This design comes from an exercise in tuning for small area, a short achievable clock period and few clock cycles on the open sky130 flow, not from production work.
The RTL was checked by simulation tests, not by an equivalence proof against the original design.
No activity file was given, so power comes from the tool's default toggle rates.

Design page_table_walker_with_permission_update_top, start of the top module:
module page_table_walker_with_permission_update_top #(
	parameter int unsigned PHYS_ADDR_BITS = ptw_pkg::PHYS_ADDR_BITS_DEF
) (
	input  wire logic         clk,
	input  wire logic         arst_n,
	input  wire logic         s_axis_tvalid,
	output logic              s_axis_tready,
	input  wire logic [191:0] s_axis_tdata,
	input  wire logic [1:0]   s_axis_tuser,
	output logic              m_axis_tvalid,
	input  wire logic         m_axis_tready,
	output logic [319:0]      m_axis_tdata,
	output logic [1:0]        m_axis_tuser,
	output logic              m_axis_tlast,
	input  wire logic         cfg_valid,
	output logic              cfg_ready,
	input  wire logic [1:0]   cfg_index,
	input  wire logic [63:0]  cfg_data
);
==> flow/config.mk <==
export PLATFORM = sky130hd
export DESIGN_NAME = page_table_walker_with_permission_update_top
export DESIGN_NICKNAME = page_table_walker_with_permission_update_top
export VERILOG_FILES = /design/flow/design.v
export SDC_FILE = /design/flow/constraint.sdc
export NUM_CORES = 4
export LEC_CHECK = 0
export CAP_MARGIN = 20
export CORE_MARGIN = 2
export CORE_UTILIZATION = 55
export CTS_BUF_LIST = sky130_fd_sc_hd__clkbuf_8
export CTS_CLUSTER_DIAMETER = 50
export CTS_CLUSTER_SIZE = 16
export SETUP_SLACK_MARGIN = 3.6
export SLEW_MARGIN = 20
export TNS_END_PERCENT = 5
==> flow/constraint.sdc <==
create_clock -name core_clock -period 6.5 [get_ports {clk}]
set_input_delay 1.3000 -clock core_clock [delete_from_list [all_inputs] [get_ports {clk}]]
set_output_delay 1.3000 -clock core_clock [all_outputs]
set_load 0.01 [all_outputs]
standard.sh (not shown) runs the stock make flow with config.mk's settings and CLKGATE_MAP_FILE= SYNTH_SCRIPT=/design/flow/synth_recipe.tcl, a recipe that flattens the netlist after the stock synthesis.
==> flow/flow/run.sh <==
#!/bin/bash
# The standard layout (the standard.sh: standard synthesis, floorplan, power grid, placement,
# CTS, routing), with each port buffered by the smallest plain buffer (buf_1) instead of the
# buffer_ports default pick (a delay buffer, clkdlybuf4s50_1).
set -euo pipefail
export BUFFER_PORTS_ARGS="-buffer_cell sky130_fd_sc_hd__buf_1"
bash standard.sh finish > standard_flow.log 2>&1
The first run produced a clean layout.
Testbench counts at the start, summed over its fixed seeds: cycles 25,183.
Then changed:
--- a/flow/config.mk
+++ b/flow/config.mk
@@ -8,9 +8,8 @@
 export CAP_MARGIN = 20
 export CORE_MARGIN = 2
-export CORE_UTILIZATION = 55
+export CORE_UTILIZATION = 60
 export CTS_BUF_LIST = sky130_fd_sc_hd__clkbuf_8
 export CTS_CLUSTER_DIAMETER = 50
 export CTS_CLUSTER_SIZE = 16
-export SETUP_SLACK_MARGIN = 3.6
+export SETUP_SLACK_MARGIN = 3.5
 export SLEW_MARGIN = 20
-export TNS_END_PERCENT = 5
Final cell count goes down by about 0.44%.
Sequential cell count stays the same.
Fmax came out higher by 0.62%.
Via count increases by about 2.2%.
Then changed:
--- a/flow/config.mk
+++ b/flow/config.mk
@@ -12,4 +12,5 @@
 export CTS_CLUSTER_DIAMETER = 50
 export CTS_CLUSTER_SIZE = 16
-export SETUP_SLACK_MARGIN = 3.5
+export SETUP_SLACK_MARGIN = 3.6
 export SLEW_MARGIN = 20
+export TNS_END_PERCENT = 5
The changed run passed the timing, design-rule and antenna checks. Routed wire length falls by a few percent. Area after synthesis is unchanged. Flip-flop and latch count does not change. Global-route usage decreases by 1.2 points. Maximum frequency rose slightly. Final area drops by a few percent. Hold slack barely changes. Total power drops by a few percent. Sequential power hardly moves. Clock-buffer cell count drops by 2. First-iteration DRC count came out lower by roughly a tenth.
Then changed:
--- a/flow/config.mk
+++ b/flow/config.mk
@@ -12,5 +12,5 @@
 export CTS_CLUSTER_DIAMETER = 50
 export CTS_CLUSTER_SIZE = 16
-export SETUP_SLACK_MARGIN = 3.6
+export SETUP_SLACK_MARGIN = 3.5
 export SLEW_MARGIN = 20
-export TNS_END_PERCENT = 5
+export TNS_END_PERCENT = 1
=> The changed run ran to the end with no violations. Design area goes down by 0.44%. Global-route usage goes down by 0.24 points. Area after synthesis stays the same. Via count is about the same.

* * *

run 1:
Starting RTL as in the previous note.
clock: 6.5 ns
lec_check: 0
cap_margin: 20
core_margin: 2
core_utilization: 60
cts_buf_list: sky130_fd_sc_hd__clkbuf_8
cts_cluster_diameter: 50
cts_cluster_size: 16
setup_slack_margin: 3.8
slew_margin: 20
tns_end_percent: 5
Scripts as last shown in full above: flow/flow/run.sh
Testbench counts of run 1, summed over its fixed seeds: cycles 25,183.
Edits applied to the flow inputs when going from run 1 to run 2:
-- flow/config.mk --
<<< run 1, line 13
export CTS_CLUSTER_SIZE = 16
export SETUP_SLACK_MARGIN = 3.8
export SLEW_MARGIN = 20
>>> run 2, line 13
export CTS_CLUSTER_SIZE = 16
export SETUP_SLACK_MARGIN = 3.5
export SLEW_MARGIN = 20
Notes after the runs:
The switching power as a share of total power of run 2 and that of run 1 are within noise of each other.
Going from run 1 to run 2, transition time at the pin with the least slew margin saw a decrease; part of the total power dissipated in sequential elements moved down; number of instances in the synthesized netlist about even; number of vias per cell picked up an extra about 1%.
Input-level comparison between run 3 and run 2:
-- flow/config.mk --
<<< run 2, line 13
export CTS_CLUSTER_SIZE = 16
export SETUP_SLACK_MARGIN = 3.5
export SLEW_MARGIN = 20
export TNS_END_PERCENT = 5
>>> run 3, line 13
export CTS_CLUSTER_SIZE = 16
export SETUP_SLACK_MARGIN = 3.4
export SLEW_MARGIN = 20
[summary]
sky130_fd_sc_hd__maj3_2 as the slowest cell on the critical path was reported by run 3, and sky130_fd_sc_hd__o311a_1 by run 2.
Between run 3 and run 2, final cell count is lower for run 2, run 3 comes in above that.
From run 2 to run 3 the numbers moved as follows: wire length picked up an extra 4.7%; utilization after layout picked up an extra 0.31 points; power picked up an extra about 2.3%.
The following lists how run 4 was set up differently from run 3:
-- flow/config.mk --
<<< run 3, line 15
export SLEW_MARGIN = 20
>>> run 4, line 15
export SLEW_MARGIN = 20
export TNS_END_PERCENT = 5
### Flow results
All of run 4 and run 3 finish clean. Comparing the two runs side by side, run 4 comes out ahead of run 3 on count of vias placed by the detailed router. The pin count of the biggest net entering global routing in run 4 sits 15% above the value recorded for run 3. Final non-filler cell total, run 4 vs run 3: down slightly.

-- re-timing with driven ports --
No port has a modelled driver above. Below, the same layouts with a new extraction and two added sets of constraints. Step 1 sets driving cells, clkbuf_16 on the clock port and buf_2 on the other inputs (assumed; they add their load-dependent delay and slew). Step 2 moves the port delays by t, midway between the first and last clock arrival at a register: inputs arrive t later, outputs are due t later. That takes back most of the time a late clock gives input paths. Slacks: ideal / step 1 / step 2; pairs: ideal / step 1.
run | t, ns | slack for setup (ns) | hold slack, ns | slew at the worst register clock pin (ns)
the first run of note 1 | 0.646 | 3.378 / 3.325 / 2.795 | 0.493 / 0.493 / 0.493 | 0.10 / 0.10
the second run of note 1 | 0.625 | 3.397 / 3.347 / 2.753 | 0.484 / 0.484 / 0.484 | 0.10 / 0.10
the third run of note 1 | 0.627 | 3.418 / 3.411 / 2.813 | 0.486 / 0.486 / 0.486 | 0.11 / 0.11
the fourth run of note 1 | 0.627 | 3.356 / 3.329 / 2.725 | 0.483 / 0.483 / 0.483 | 0.11 / 0.11
run 1 | 0.625 | 3.414 / 3.404 / 2.809 | 0.485 / 0.485 / 0.485 | 0.11 / 0.11
run 2 | 0.633 | 3.361 / 3.338 / 2.724 | 0.484 / 0.484 / 0.484 | 0.11 / 0.11
run 3 | 0.643 | 3.309 / 3.320 / 2.694 | 0.486 / 0.486 / 0.486 | 0.11 / 0.11
run 4 | 0.627 | 3.362 / 3.323 / 2.742 | 0.487 / 0.487 / 0.487 | 0.11 / 0.11
After both steps every run listed still meets setup and hold. The setup slack of the second run of note 1, which loses most, moves by -0.050 ns with the drivers and by -0.644 ns with both steps.
